From an optimization exercise on the open Yosys and OpenROAD flow, aimed at small area, a short achievable clock period and few clock cycles per item; shortcuts taken in it are not production practice. At most, simulation tests tie the RTL to the original design; equivalence was not proved. Power figures rest on the tool's default switching activity, not on a simulated workload.

Setup of main:
## rectangle_grid_test_pattern
module rectangle_grid_test_pattern (
  input  logic        clk,
  input  logic        rst,
  input  logic        push,
  output logic        full,
  input  logic        restart,
  output logic        empty,
  input  logic        pop,
  output logic [10:0] pixel_x,
  output logic [10:0] pixel_y,
  output logic [23:0] pixel_color,
  output logic        write_enable,
  output logic        frame_end,
  input  logic        cfg_write,
  input  logic [2:0]  cfg_index,
  input  logic [23:0] cfg_data
);
Settings: LEC_CHECK=0, ABC_CLOCK_PERIOD_IN_PS=2500, CAP_MARGIN=20, CORE_MARGIN=2, CORE_UTILIZATION=40, SETUP_SLACK_MARGIN=5, SLEW_MARGIN=20; clock period 8.5 ns.
standard.sh (not shown) runs the stock make flow with config.mk's settings and CLKGATE_MAP_FILE= SYNTH_SCRIPT=/design/flow/synth_recipe.tcl, a recipe that flattens the netlist after the stock synthesis.
==> flow/flow/run.sh <==
#!/bin/bash
# the standard layout, with timing repair aiming further below the clock period
bash standard.sh SETUP_SLACK_MARGIN=6 finish > standard.log 2>&1
The following lists how the feature branch was set up differently from main:
==> flow/run.sh (new file) <==
#!/bin/bash
# synth_recipe.tcl (not shown) runs the flow's synth.tcl, then flattens the netlist and writes it again
# the make line also repeats each setting of config.mk as NAME=value (left out here)
make -C /OpenROAD-flow-scripts/flow DESIGN_CONFIG=/design/flow/config.mk WORK_HOME=/design/flow/orfs CLKGATE_MAP_FILE= SYNTH_SCRIPT=/design/flow/synth_recipe.tcl finish
removed: flow/flow/run.sh
removed: flow/standard.sh
### Flow results
- Changes observed in the feature branch relative to main: switching power lost 14%; slack of the critical path rose 0.20 ns; routed wire length decreased by 12% relative to the old numbers; final-layout clock buffer total rose by about 10%; non-clock buffer count fell about 50%.
- Comparing the feature branch against main, there is no change at all in count of endpoints failing hold in the final timing report.
- Sort the feature branch and main by period utilization, descending, and main comes first.
No run of this note included a check of the RTL's function; only the layout flow was run.

* * *

rectangle_grid_test_pattern, a different RTL version from the one above (not shown whole).
Size in the first run: roughly 1,600 cells after synthesis, roughly 210 flip-flops, roughly 83 I/O pins.
clock: 8.5 ns
lec_check: 0
abc_clock_period_in_ps: 2500
cap_margin: 20
core_margin: 2
core_utilization: 60
cts_cluster_diameter: 60
cts_cluster_size: 30
setup_slack_margin: 5
slew_margin: 20
==> flow/flow/run.sh <==
#!/bin/bash
# the standard layout, with timing repair aiming further below the clock period
bash standard.sh SETUP_SLACK_MARGIN=5.5 finish > standard.log 2>&1
Testbench counts at the start, summed over its fixed seeds: cycles 19,640, items 19,200.
==> next run, changes <==
==> flow/run.sh (new file) <==
#!/bin/bash
# synth_recipe.tcl (not shown) runs the flow's synth.tcl, then flattens the netlist and writes it again
# the make line also repeats each setting of config.mk as NAME=value (left out here)
make -C /OpenROAD-flow-scripts/flow DESIGN_CONFIG=/design/flow/config.mk WORK_HOME=/design/flow/orfs CLKGATE_MAP_FILE= SYNTH_SCRIPT=/design/flow/synth_recipe.tcl finish
CORE_UTILIZATION = 40   (was 60)
CTS_CLUSTER_DIAMETER = unset   (was 60)
CTS_CLUSTER_SIZE = unset   (was 30)
removed: flow/flow/run.sh
removed: flow/standard.sh
Outcome:
- The changed run finished clean
- non-clock buffer count falls by 75
- power is higher by about 7%
- combinational power goes down by 18%
==> next run, changes <==
ABC_CLOCK_PERIOD_IN_PS = unset   (was 2500)
CORE_UTILIZATION = 60   (was 40)
CTS_CLUSTER_DIAMETER = 60   (was unset)
CTS_CLUSTER_SIZE = 30   (was unset)
SETUP_SLACK_MARGIN = 4.5   (was 5)
Effect: The new run passed the timing, design-rule and antenna checks; global-route usage went up by 10 points; cell area drops by 6.5%; wire length came out lower by 5.6%; power went down by about 12%; via count went down by about 0.8%; hold slack gets worse by 0.0049 ns; utilization rose by 20 points; register-to-register slack is worse by 0.40 ns; clock power goes down by 23%; worst setup slack degrades by 0.38 ns.
==> next run, changes <==
ABC_CLOCK_PERIOD_IN_PS = 1800   (was unset)
SETUP_SLACK_MARGIN = 5   (was 4.5)
Result:
- The changed run produced a clean layout
- total power rises by 3.4%
- synthesized cell count does not change
- cell area rises by 3.4%

* * *

Another version of the RTL of rectangle_grid_test_pattern (not shown whole).
Size in the first run: roughly 210 flip-flops, about 13,000 sq um of cells after synthesis.
Settings: LEC_CHECK=0, ABC_CLOCK_PERIOD_IN_PS=2500, CAP_MARGIN=20, CORE_MARGIN=2, CORE_UTILIZATION=60, CTS_BUF_LIST=sky130_fd_sc_hd__clkbuf_8, CTS_CLUSTER_DIAMETER=50, CTS_CLUSTER_SIZE=20, SETUP_SLACK_MARGIN=5, SLEW_MARGIN=20; clock period 8.5 ns.
==> flow/flow/run.sh <==
#!/bin/bash
# The standard synthesis, then the standard layout steps with the slow delay
# buffers (clkdlybuf4s*) left out, so port buffering picks an ordinary buffer.
set -e
bash standard.sh synth > synth.log 2>&1
PDU="sky130_fd_sc_hd__probe_p_8 sky130_fd_sc_hd__probec_p_8 sky130_fd_sc_hd__lpflow_bleeder_1 sky130_fd_sc_hd__lpflow_clkbufkapwr_1 sky130_fd_sc_hd__lpflow_clkbufkapwr_16 sky130_fd_sc_hd__lpflow_clkbufkapwr_2 sky130_fd_sc_hd__lpflow_clkbufkapwr_4 sky130_fd_sc_hd__lpflow_clkbufkapwr_8 sky130_fd_sc_hd__lpflow_clkinvkapwr_1 sky130_fd_sc_hd__lpflow_clkinvkapwr_16 sky130_fd_sc_hd__lpflow_clkinvkapwr_2 sky130_fd_sc_hd__lpflow_clkinvkapwr_4 sky130_fd_sc_hd__lpflow_clkinvkapwr_8 sky130_fd_sc_hd__lpflow_decapkapwr_12 sky130_fd_sc_hd__lpflow_decapkapwr_3 sky130_fd_sc_hd__lpflow_decapkapwr_4 sky130_fd_sc_hd__lpflow_decapkapwr_6 sky130_fd_sc_hd__lpflow_decapkapwr_8 sky130_fd_sc_hd__lpflow_inputiso0n_1 sky130_fd_sc_hd__lpflow_inputiso0p_1 sky130_fd_sc_hd__lpflow_inputiso1n_1 sky130_fd_sc_hd__lpflow_inputiso1p_1 sky130_fd_sc_hd__lpflow_inputisolatch_1 sky130_fd_sc_hd__lpflow_isobufsrc_1 sky130_fd_sc_hd__lpflow_isobufsrc_16 sky130_fd_sc_hd__lpflow_isobufsrc_2 sky130_fd_sc_hd__lpflow_isobufsrc_4 sky130_fd_sc_hd__lpflow_isobufsrc_8 sky130_fd_sc_hd__lpflow_isobufsrckapwr_16 sky130_fd_sc_hd__lpflow_lsbuf_lh_hl_isowell_tap_1 sky130_fd_sc_hd__lpflow_lsbuf_lh_hl_isowell_tap_2 sky130_fd_sc_hd__lpflow_lsbuf_lh_hl_isowell_tap_4 sky130_fd_sc_hd__lpflow_lsbuf_lh_isowell_4 sky130_fd_sc_hd__lpflow_lsbuf_lh_isowell_tap_1 sky130_fd_sc_hd__lpflow_lsbuf_lh_isowell_tap_2 sky130_fd_sc_hd__lpflow_lsbuf_lh_isowell_tap_4"
SLOW="sky130_fd_sc_hd__clkdlybuf4s15_1 sky130_fd_sc_hd__clkdlybuf4s15_2 sky130_fd_sc_hd__clkdlybuf4s18_1 sky130_fd_sc_hd__clkdlybuf4s18_2 sky130_fd_sc_hd__clkdlybuf4s25_1 sky130_fd_sc_hd__clkdlybuf4s25_2 sky130_fd_sc_hd__clkdlybuf4s50_1 sky130_fd_sc_hd__clkdlybuf4s50_2"
bash standard.sh "DONT_USE_CELLS=$PDU $SLOW" SETUP_SLACK_MARGIN=5.3 finish > layout.log 2>&1
The starting point went through all stages and came out clean.
Testbench counts at the start, summed over its fixed seeds: cycles 19,640, items 19,200.
Next try:
--- a/flow/flow/run.sh
+++ b/flow/flow/run.sh
@@ -7,2 +7,2 @@
 SLOW="sky130_fd_sc_hd__clkdlybuf4s15_1 sky130_fd_sc_hd__clkdlybuf4s15_2 sky130_fd_sc_hd__clkdlybuf4s18_1 sky130_fd_sc_hd__clkdlybuf4s18_2 sky130_fd_sc_hd__clkdlybuf4s25_1 sky130_fd_sc_hd__clkdlybuf4s25_2 sky130_fd_sc_hd__clkdlybuf4s50_1 sky130_fd_sc_hd__clkdlybuf4s50_2"
-bash standard.sh "DONT_USE_CELLS=$PDU $SLOW" SETUP_SLACK_MARGIN=5.3 finish > layout.log 2>&1
+bash standard.sh "DONT_USE_CELLS=$PDU $SLOW" SETUP_SLACK_MARGIN=5.4 finish > layout.log 2>&1
Total power is about the same.
Routed wire length is about the same.
Via count goes up slightly.
Next try:
--- a/flow/config.mk
+++ b/flow/config.mk
@@ -10,3 +10,3 @@
 export CORE_MARGIN = 2
-export CORE_UTILIZATION = 60
+export CORE_UTILIZATION = 70
 export CTS_BUF_LIST = sky130_fd_sc_hd__clkbuf_8
Area after synthesis stays the same.
Sequential cell count is unchanged.
Hold slack gains 12 ps.
Setup slack loses 71 ps.
Global-route usage came out higher by 4.6 points.
Wire length came out higher by 1.3%.
Total power came out lower by 4.3%.
Clock skew came out lower by 5.7 ps.
Cell area came out lower by 0.80%.
Non-clock buffer count came out higher by 19.
Next try:
--- a/flow/flow/run.sh
+++ b/flow/flow/run.sh
@@ -7,2 +7,2 @@
 SLOW="sky130_fd_sc_hd__clkdlybuf4s15_1 sky130_fd_sc_hd__clkdlybuf4s15_2 sky130_fd_sc_hd__clkdlybuf4s18_1 sky130_fd_sc_hd__clkdlybuf4s18_2 sky130_fd_sc_hd__clkdlybuf4s25_1 sky130_fd_sc_hd__clkdlybuf4s25_2 sky130_fd_sc_hd__clkdlybuf4s50_1 sky130_fd_sc_hd__clkdlybuf4s50_2"
-bash standard.sh "DONT_USE_CELLS=$PDU $SLOW" SETUP_SLACK_MARGIN=5.4 finish > layout.log 2>&1
+bash standard.sh "DONT_USE_CELLS=$PDU $SLOW" SETUP_SLACK_MARGIN=5.5 finish > layout.log 2>&1
--- a/flow/config.mk
+++ b/flow/config.mk
@@ -10,3 +10,3 @@
 export CORE_MARGIN = 2
-export CORE_UTILIZATION = 70
+export CORE_UTILIZATION = 60
 export CTS_BUF_LIST = sky130_fd_sc_hd__clkbuf_8
Result:
- synthesized area stays the same
- core utilization goes down by 7.8 points
- non-clock buffer count grows by 39
- count of clock-buffer cells in the layout climbs by 6
- via count goes up slightly

* * *

04-05:
Another version of the RTL of rectangle_grid_test_pattern (not shown whole).
Size: ~1700 cells after synthesis, about 83 I/O pins, roughly 13000 um^2 of cells after synthesis.
Settings: LEC_CHECK=0, ABC_CLOCK_PERIOD_IN_PS=2500, CAP_MARGIN=20, CORE_MARGIN=2, CORE_UTILIZATION=40, SETUP_SLACK_MARGIN=5, SLEW_MARGIN=20; clock period 8.5 ns.
==> flow/flow/run.sh <==
#!/bin/bash
# the standard layout, with timing repair aiming further below the clock period
bash standard.sh SETUP_SLACK_MARGIN=6.5 finish > standard.log 2>&1
diff inputs: 04-05 => 06-18
==> flow/run.sh (new file) <==
#!/bin/bash
# synth_recipe.tcl (not shown) runs the flow's synth.tcl, then flattens the netlist and writes it again
# the make line also repeats each setting of config.mk as NAME=value (left out here)
make -C /OpenROAD-flow-scripts/flow DESIGN_CONFIG=/design/flow/config.mk WORK_HOME=/design/flow/orfs CLKGATE_MAP_FILE= SYNTH_SCRIPT=/design/flow/synth_recipe.tcl finish
removed: flow/flow/run.sh
removed: flow/standard.sh
==> run notes <==
Lower final cell utilization of the core among 04-05 and 06-18: 06-18
Per the comparison of 06-18 with 04-05, non-filler instance count after layout went down by 7.7%, number of nets in the final layout went down by 191.
Diff 04-05 and 06-18: final area lower in 06-18
Changes observed in 06-18 relative to 04-05: power share of the clock group went up by 3.0 points, number of gates resized after CTS now smaller.
06-18 reports its endpoint of the worst setup timing path as B[7] while 04-05 reports G[0].
Endpoint arrival time on the critical path | 06-18 below 04-05
Detailed route, 06-18 vs 04-05: via total lower for 06-18
From 04-05 to 06-18 the numbers moved as follows: multi-input combinational gate total -14; routed wire length -16000 um.
No run of this note included a check of the RTL's function; only the layout flow was run.

* * *

Setup of job 101:
The RTL this note starts from:
==> flow/design.v <==
module rectangle_grid_test_pattern (
  input  logic        clk,
  input  logic        rst,
  input  logic        push,
  output logic        full,
  input  logic        restart,
  output logic        empty,
  input  logic        pop,
  output logic [10:0] pixel_x,
  output logic [10:0] pixel_y,
  output logic [23:0] pixel_color,
  output logic        write_enable,
  output logic        frame_end,
  input  logic        cfg_write,
  input  logic [2:0]  cfg_index,
  input  logic [23:0] cfg_data
);
  function automatic logic [10:0] inc11(input logic [10:0] a);
    logic c;
    c = 1'b1;
    for (int i = 0; i < 11; i++) begin
      inc11[i] = a[i] ^ c;
      c        = c & a[i];
    end
  endfunction
  function automatic logic [7:0] inc8(input logic [7:0] a);
    logic c;
    c = 1'b1;
    for (int i = 0; i < 8; i++) begin
      inc8[i] = a[i] ^ c;
      c       = c & a[i];
    end
  endfunction
  function automatic logic [10:0] dec11(input logic [10:0] a);
    logic c;
    c = 1'b1;
    for (int i = 0; i < 11; i++) begin
      dec11[i] = a[i] ^ c;
      c        = c & ~a[i];
    end
  endfunction
  function automatic logic ge11(input logic [10:0] a, input logic [10:0] b);
    logic g;
    g = 1'b1;
    for (int i = 0; i < 11; i++) g = (a[i] & ~b[i]) | (~(a[i] ^ b[i]) & g);
    ge11 = g;
  endfunction
  function automatic logic ge8(input logic [7:0] a, input logic [7:0] b);
    logic g;
    g = 1'b1;
    for (int i = 0; i < 8; i++) g = (a[i] & ~b[i]) | (~(a[i] ^ b[i]) & g);
    ge8 = g;
  endfunction
  function automatic logic [7:0] add8(input logic [7:0] a, input logic [7:0] b);
    logic c;
    c = 1'b0;
    for (int i = 0; i < 8; i++) begin
      add8[i] = a[i] ^ b[i] ^ c;
      c       = (a[i] & b[i]) | (c & (a[i] ^ b[i]));
    end
  endfunction
  logic [1:0]  mode;
  logic [7:0]  count;
  logic [10:0] rwm1, rhm1, fwm1, fhm1;
  logic        rwnz, rhnz;
  logic [23:0] first;
  logic [7:0]  step;
  wire [10:0] wd    = cfg_data[10:0];
  wire [10:0] wd_m1 = (wd == 11'd0) ? 11'd0 : dec11(wd);
  always_ff @(posedge clk) begin
    if (rst) begin
      mode  <= 2'd0;
      count <= 8'd1;
      rwm1  <= 11'd0;
      rwnz  <= 1'b0;
      rhm1  <= 11'd0;
      rhnz  <= 1'b0;
      first <= 24'd0;
      step  <= 8'd0;
      fwm1  <= 11'd1023;
      fhm1  <= 11'd767;
    end else if (cfg_write) begin
      case (cfg_index)
        3'd0: mode  <= cfg_data[1:0];
        3'd1: count <= cfg_data[7:0];
        3'd2: begin rwm1 <= wd_m1; rwnz <= (wd != 11'd0); end
        3'd3: begin rhm1 <= wd_m1; rhnz <= (wd != 11'd0); end
        3'd4: first <= cfg_data;
        3'd5: step  <= cfg_data[7:0];
        3'd6: fwm1  <= wd_m1;
        default: fhm1 <= wd_m1;
      endcase
    end
  end
  wire direct = mode[1] & ~mode[0];
  wire on_st  = (mode[1] ^ mode[0]) & rwnz & rhnz;
  wire [7:0] fr = first[23:16];
  wire [7:0] fg = first[15:8];
  wire [7:0] fb = first[7:0];
  logic [10:0] x, y, ox, oy;
  logic [7:0]  col, row;
  logic        lx, ly, wx, wy, we, fe;       
  logic [7:0]  R, G, B;                      
  logic [7:0]  GA;                           
  logic [7:0]  L;                            
  logic        empty_r, full_r, fresh, pend_v, pend_rs, busy;
  logic [5:0]  t;
  wire take_in  = push & ~full_r;
  wire out_free = empty_r | pop;
  wire adv      = out_free & (pend_v | take_in);
  wire rs_eff   = pend_v ? pend_rs : restart;
  wire go_org   = adv & rs_eff;
  wire go_adv   = ~fresh & ((adv & ~rs_eff) | cfg_write);
  wire wr_col   = cfg_write & (cfg_index[2:1] != 2'b11);    
  wire wr_flag  = cfg_write & (cfg_index[2:1] == 2'b11);    
  wire csat   = &col;
  wire rsat   = &row;
  wire colinc = ~lx & wx & ~csat;
  wire rowinc = lx & ~ly & wy & ~rsat;
  wire [10:0] x_a   = lx ? 11'd0 : inc11(x);
  wire [10:0] ox_a  = (lx | wx) ? 11'd0 : inc11(ox);
  wire [7:0]  col_a = lx ? 8'd0 : (colinc ? inc8(col) : col);
  wire [10:0] y_a   = lx ? (ly ? 11'd0 : inc11(y)) : y;
  wire [10:0] oy_a  = lx ? ((ly | wy) ? 11'd0 : inc11(oy)) : oy;
  wire [7:0]  row_a = lx ? (ly ? 8'd0 : (rowinc ? inc8(row) : row)) : row;
  wire [10:0] x_h   = busy ? x   : x_a;
  wire [10:0] y_h   = busy ? y   : y_a;
  wire [10:0] ox_h  = busy ? ox  : ox_a;
  wire [10:0] oy_h  = busy ? oy  : oy_a;
  wire [7:0]  col_h = busy ? col : col_a;
  wire [7:0]  row_h = busy ? row : row_a;
  wire lx_h = ge11(x_h, fwm1);
  wire ly_h = ge11(y_h, fhm1);
  wire wx_h = ge11(ox_h, rwm1);
  wire wy_h = ge11(oy_h, rhm1);
  wire we_h = on_st & ~ge8(col_h, count) & ~ge8(row_h, count);
  wire cnz    = (count != 8'd0);
  wire lx_o   = (fwm1 == 11'd0);
  wire ly_o   = (fhm1 == 11'd0);
  wire wx_o   = (rwm1 == 11'd0);
  wire wy_o   = (rhm1 == 11'd0);
  wire we_o   = on_st & cnz;
  wire        ph1   = busy & (t >= 6'd1)  & (t <= 6'd16);
  wire        ph2   = busy & (t >= 6'd17) & (t <= 6'd32);
  wire [3:0]  p     = ph1 ? 4'(t - 6'd1) : 4'(t - 6'd17);
  wire [2:0]  k     = 3'd7 - p[3:1];
  wire        dbl   = ~p[0];
  wire        fin1  = busy & (t == 6'd33);
  wire        fin2  = busy & (t == 6'd34);
  wire        col_k = col[k];
  wire        row_k = row[k];
  wire        cnt_k = count[k];
  wire [7:0]  lstep = direct ? step : GA;
  logic [7:0] mR, mB, mGA, mL;
  always_comb begin
    mR = 8'd0; mB = 8'd0; mGA = 8'd0; mL = 8'd0;
    if (!busy) begin
      if (colinc) begin mR = step; mB = step; end
      if (rowinc) begin mL = lstep; if (direct) mGA = step; end
    end else if (ph1) begin
      if (dbl) begin
        mR = R; mB = B; mGA = GA; if (direct) mL = L;
      end else begin
        if (col_k) begin mR = step; mB = step; end
        if (direct ? row_k : cnt_k) mGA = step;
        if (direct && row_k) mL = step;
      end
    end else if (ph2) begin
      if (dbl) mL = L;
      else if (row_k) mL = lstep;
    end else if (fin1) begin
      mR = fr; mL = fb; if (direct) mGA = fg;
    end else if (fin2) begin
      mB = L;
    end
  end
  wire [7:0] sR  = add8(R, mR);
  wire [7:0] sB  = add8(B, mB);
  wire [7:0] sGA = add8(GA, mGA);
  wire [7:0] sL  = add8(L, mL);
  wire [7:0] GA_a = (lx & direct) ? (ly ? fg : sGA) : GA;
  wire [7:0] L_a  = lx ? (ly ? fb : sL) : L;
  wire [7:0] R_a  = lx ? fr : sR;
  wire [7:0] B_a  = lx ? L_a : sB;
  wire [7:0] GA_o = direct ? fg : GA;
  wire busy_end = busy & ((t == 6'd34) | (t == 6'd35));
  always_ff @(posedge clk) begin
    if (rst) begin
      x <= '0; y <= '0; ox <= '0; oy <= '0; col <= '0; row <= '0;
      lx <= 1'b0; ly <= 1'b0; wx <= 1'b1; wy <= 1'b1; we <= 1'b0; fe <= 1'b0;
      R <= '0; G <= '0; B <= '0; GA <= '0; L <= '0;
    end else if (go_org) begin
      x <= '0; y <= '0; ox <= '0; oy <= '0; col <= '0; row <= '0;
      lx <= lx_o; ly <= ly_o; wx <= wx_o; wy <= wy_o; we <= we_o; fe <= lx_o & ly_o;
      R  <= (we_o & direct) ? fr : 8'd0;
      G  <= (we_o & direct) ? fg : 8'd0;
      B  <= we_o ? fb : 8'd0;
      GA <= GA_o;
      L  <= fb;
    end else if (go_adv) begin
      x <= x_a; y <= y_a; ox <= ox_a; oy <= oy_a; col <= col_a; row <= row_a;
      lx <= lx_h; ly <= ly_h; wx <= wx_h; wy <= wy_h; we <= we_h; fe <= lx_h & ly_h;
      R  <= (we_h & direct) ? R_a : 8'd0;
      G  <= (we_h & direct) ? GA_a : 8'd0;
      B  <= we_h ? B_a : 8'd0;
      GA <= GA_a;
      L  <= L_a;
    end else if (busy) begin
      lx <= lx_h; ly <= ly_h; wx <= wx_h; wy <= wy_h; we <= we_h; fe <= lx_h & ly_h;
      if (fin2) begin
        R <= (we & direct) ? R  : 8'd0;
        G <= (we & direct) ? GA : 8'd0;
        B <= we ? sB : 8'd0;
      end else begin
        if (ph1 | fin1) begin R <= sR; B <= sB; GA <= sGA; end
        L <= sL;
      end
    end
  end
  always_ff @(posedge clk) begin
    if (rst) begin
      empty_r <= 1'b1;
      fresh   <= 1'b1;
      pend_v  <= 1'b0;
      full_r  <= 1'b0;
      busy    <= 1'b0;
      t       <= 6'd0;
      pend_rs <= 1'b0;
    end else begin
      if (adv)      empty_r <= 1'b0;
      else if (pop) empty_r <= 1'b1;
      if (cfg_write) fresh <= 1'b1;
      else if (adv)  fresh <= 1'b0;
      if (take_in & ~out_free) begin
        pend_v  <= 1'b1;
        pend_rs <= restart;
      end else if (out_free) begin
        pend_v  <= 1'b0;
      end
      if (wr_col) begin
        busy <= 1'b1;
        t    <= 6'd1;
      end else if (wr_flag & (~busy | busy_end)) begin
        busy <= 1'b1;
        t    <= 6'd35;
      end else if (busy) begin
        if (busy_end) busy <= 1'b0;
        t <= (t == 6'd16 && direct) ? 6'd33 : t + 6'd1;
      end
      full_r <= (take_in & ~out_free) | (pend_v & ~out_free) | wr_col | wr_flag
              | (busy & ~busy_end);
    end
  end
  assign full         = full_r;
  assign empty        = empty_r;
  assign pixel_x      = x;
  assign pixel_y      = y;
  assign pixel_color  = {R, G, B};
  assign write_enable = we;
  assign frame_end    = fe;
endmodule
==> flow/config.mk <==
export PLATFORM = sky130hd
export DESIGN_NAME = rectangle_grid_test_pattern
export DESIGN_NICKNAME = rectangle_grid_test_pattern
export VERILOG_FILES = /design/flow/design.v
export SDC_FILE = /design/flow/constraint.sdc
export NUM_CORES = 4
export LEC_CHECK = 0
export ABC_CLOCK_PERIOD_IN_PS = 3000
export CAP_MARGIN = 20
export CORE_MARGIN = 2
export CORE_UTILIZATION = 40
export SLEW_MARGIN = 20
==> flow/constraint.sdc <==
create_clock -name core_clock -period 8.5 [get_ports {clk}]
set_input_delay 1.7000 -clock core_clock [delete_from_list [all_inputs] [get_ports {clk}]]
set_output_delay 1.7000 -clock core_clock [all_outputs]
set_load 0.01 [all_outputs]
run.sh (not shown) runs the stock make flow with config.mk's settings and CLKGATE_MAP_FILE= SYNTH_SCRIPT=/design/flow/synth_recipe.tcl, a recipe that flattens the netlist after the stock synthesis.
Stock flow here: none of the scripts above is used.
Inputs modified between job 101 and job 102:
- putting SETUP_SLACK_MARGIN at 5 where nothing was set
Results
- The final layout from job 102, which completed every stage, passed the timing, design-rule and antenna checks at the end of the flow.
- Job 101 was smaller in final cell area than job 102.
- | number of vias per cell | job 101 vs job 102 | ≈ equal |
- Clock insertion delay at the later pin of the skew report: job 102 vs job 101 — no meaningful difference
- Compared with job 101, in job 102 global-route wire length before repair shows an increase of about 1.5%; total power moved up; clock-buffer cell count went up; post-route minimum period now smaller; internal portion of total power increased 50 uW.
- In the flow results for job 101 and job 102, the overall routing resource usage is smaller on job 101.
- Job 102: part of the cycle the worst path needs 18 points below job 101
No functional check of the RTL was part of any run of this note.

[what the ideal ports hide]
The results above use ideal ports. As a check the final layouts listed here were re-extracted and re-timed, cells and wires unchanged. Step 1 assumes that a clkbuf_16 drives the clock port and a buf_2 every other input. Step 2, shift: input delay + t, output delay - t, t = (earliest + latest rising clock arrival at the registers) / 2. This alone moves slack from input paths to output paths. Slacks: ideal ports / drivers / drivers and shift; pairs: ideal ports / drivers.
run | t, ns | setup WS [ns] | worst setup path at the end | slew at the worst register clock pin (ns) | pins driven straight from the clock port
main | 0.595 | 4.549 / 4.549 / 4.549 | register to register | 0.07 / 0.07 | 1
the feature branch | 0.575 | 4.746 / 4.746 / 4.494 | input to register | 0.06 / 0.06 | 1
the first run of note 2 | 0.573 | 5.325 / 5.325 / 4.768 | input to register | 0.08 / 0.08 | 1
the second run of note 2 | 0.605 | 5.046 / 5.071 / 4.476 | input to register | 0.07 / 0.07 | 1
the third run of note 2 | 0.560 | 4.667 / 4.677 / 4.130 | input to register | 0.09 / 0.09 | 1
the fourth run of note 2 | 0.564 | 5.038 / 5.038 / 4.543 | input to register | 0.10 / 0.10 | 1
the first run of note 3 | 0.620 | 5.334 / 5.319 / 4.789 | input to register | 0.10 / 0.10 | 1
the second run of note 3 | 0.634 | 5.439 / 5.428 / 4.830 | input to register | 0.10 / 0.10 | 1
the third run of note 3 | 0.607 | 5.369 / 5.355 / 4.748 | input to register | 0.12 / 0.12 | 1
the fourth run of note 3 | 0.647 | 5.407 / 5.407 / 4.885 | input to register | 0.10 / 0.10 | 1
04-05 | 0.615 | 4.799 / 4.799 / 4.555 | input to register | 0.07 / 0.07 | 1
06-18 | 0.591 | 4.801 / 4.801 / 4.305 | input to register | 0.06 / 0.06 | 1
job 101 | 0.607 | 1.665 / 1.665 / 1.665 | register to register | 0.07 / 0.07 | 1
job 102 | 0.605 | 3.182 / 3.182 / 3.182 | register to register | 0.07 / 0.07 | 1
After both steps setup and hold are still met in every run listed. For the third run of note 3, which loses most, drivers alone change the setup slack by -0.014 ns; drivers and shift together by -0.621 ns.
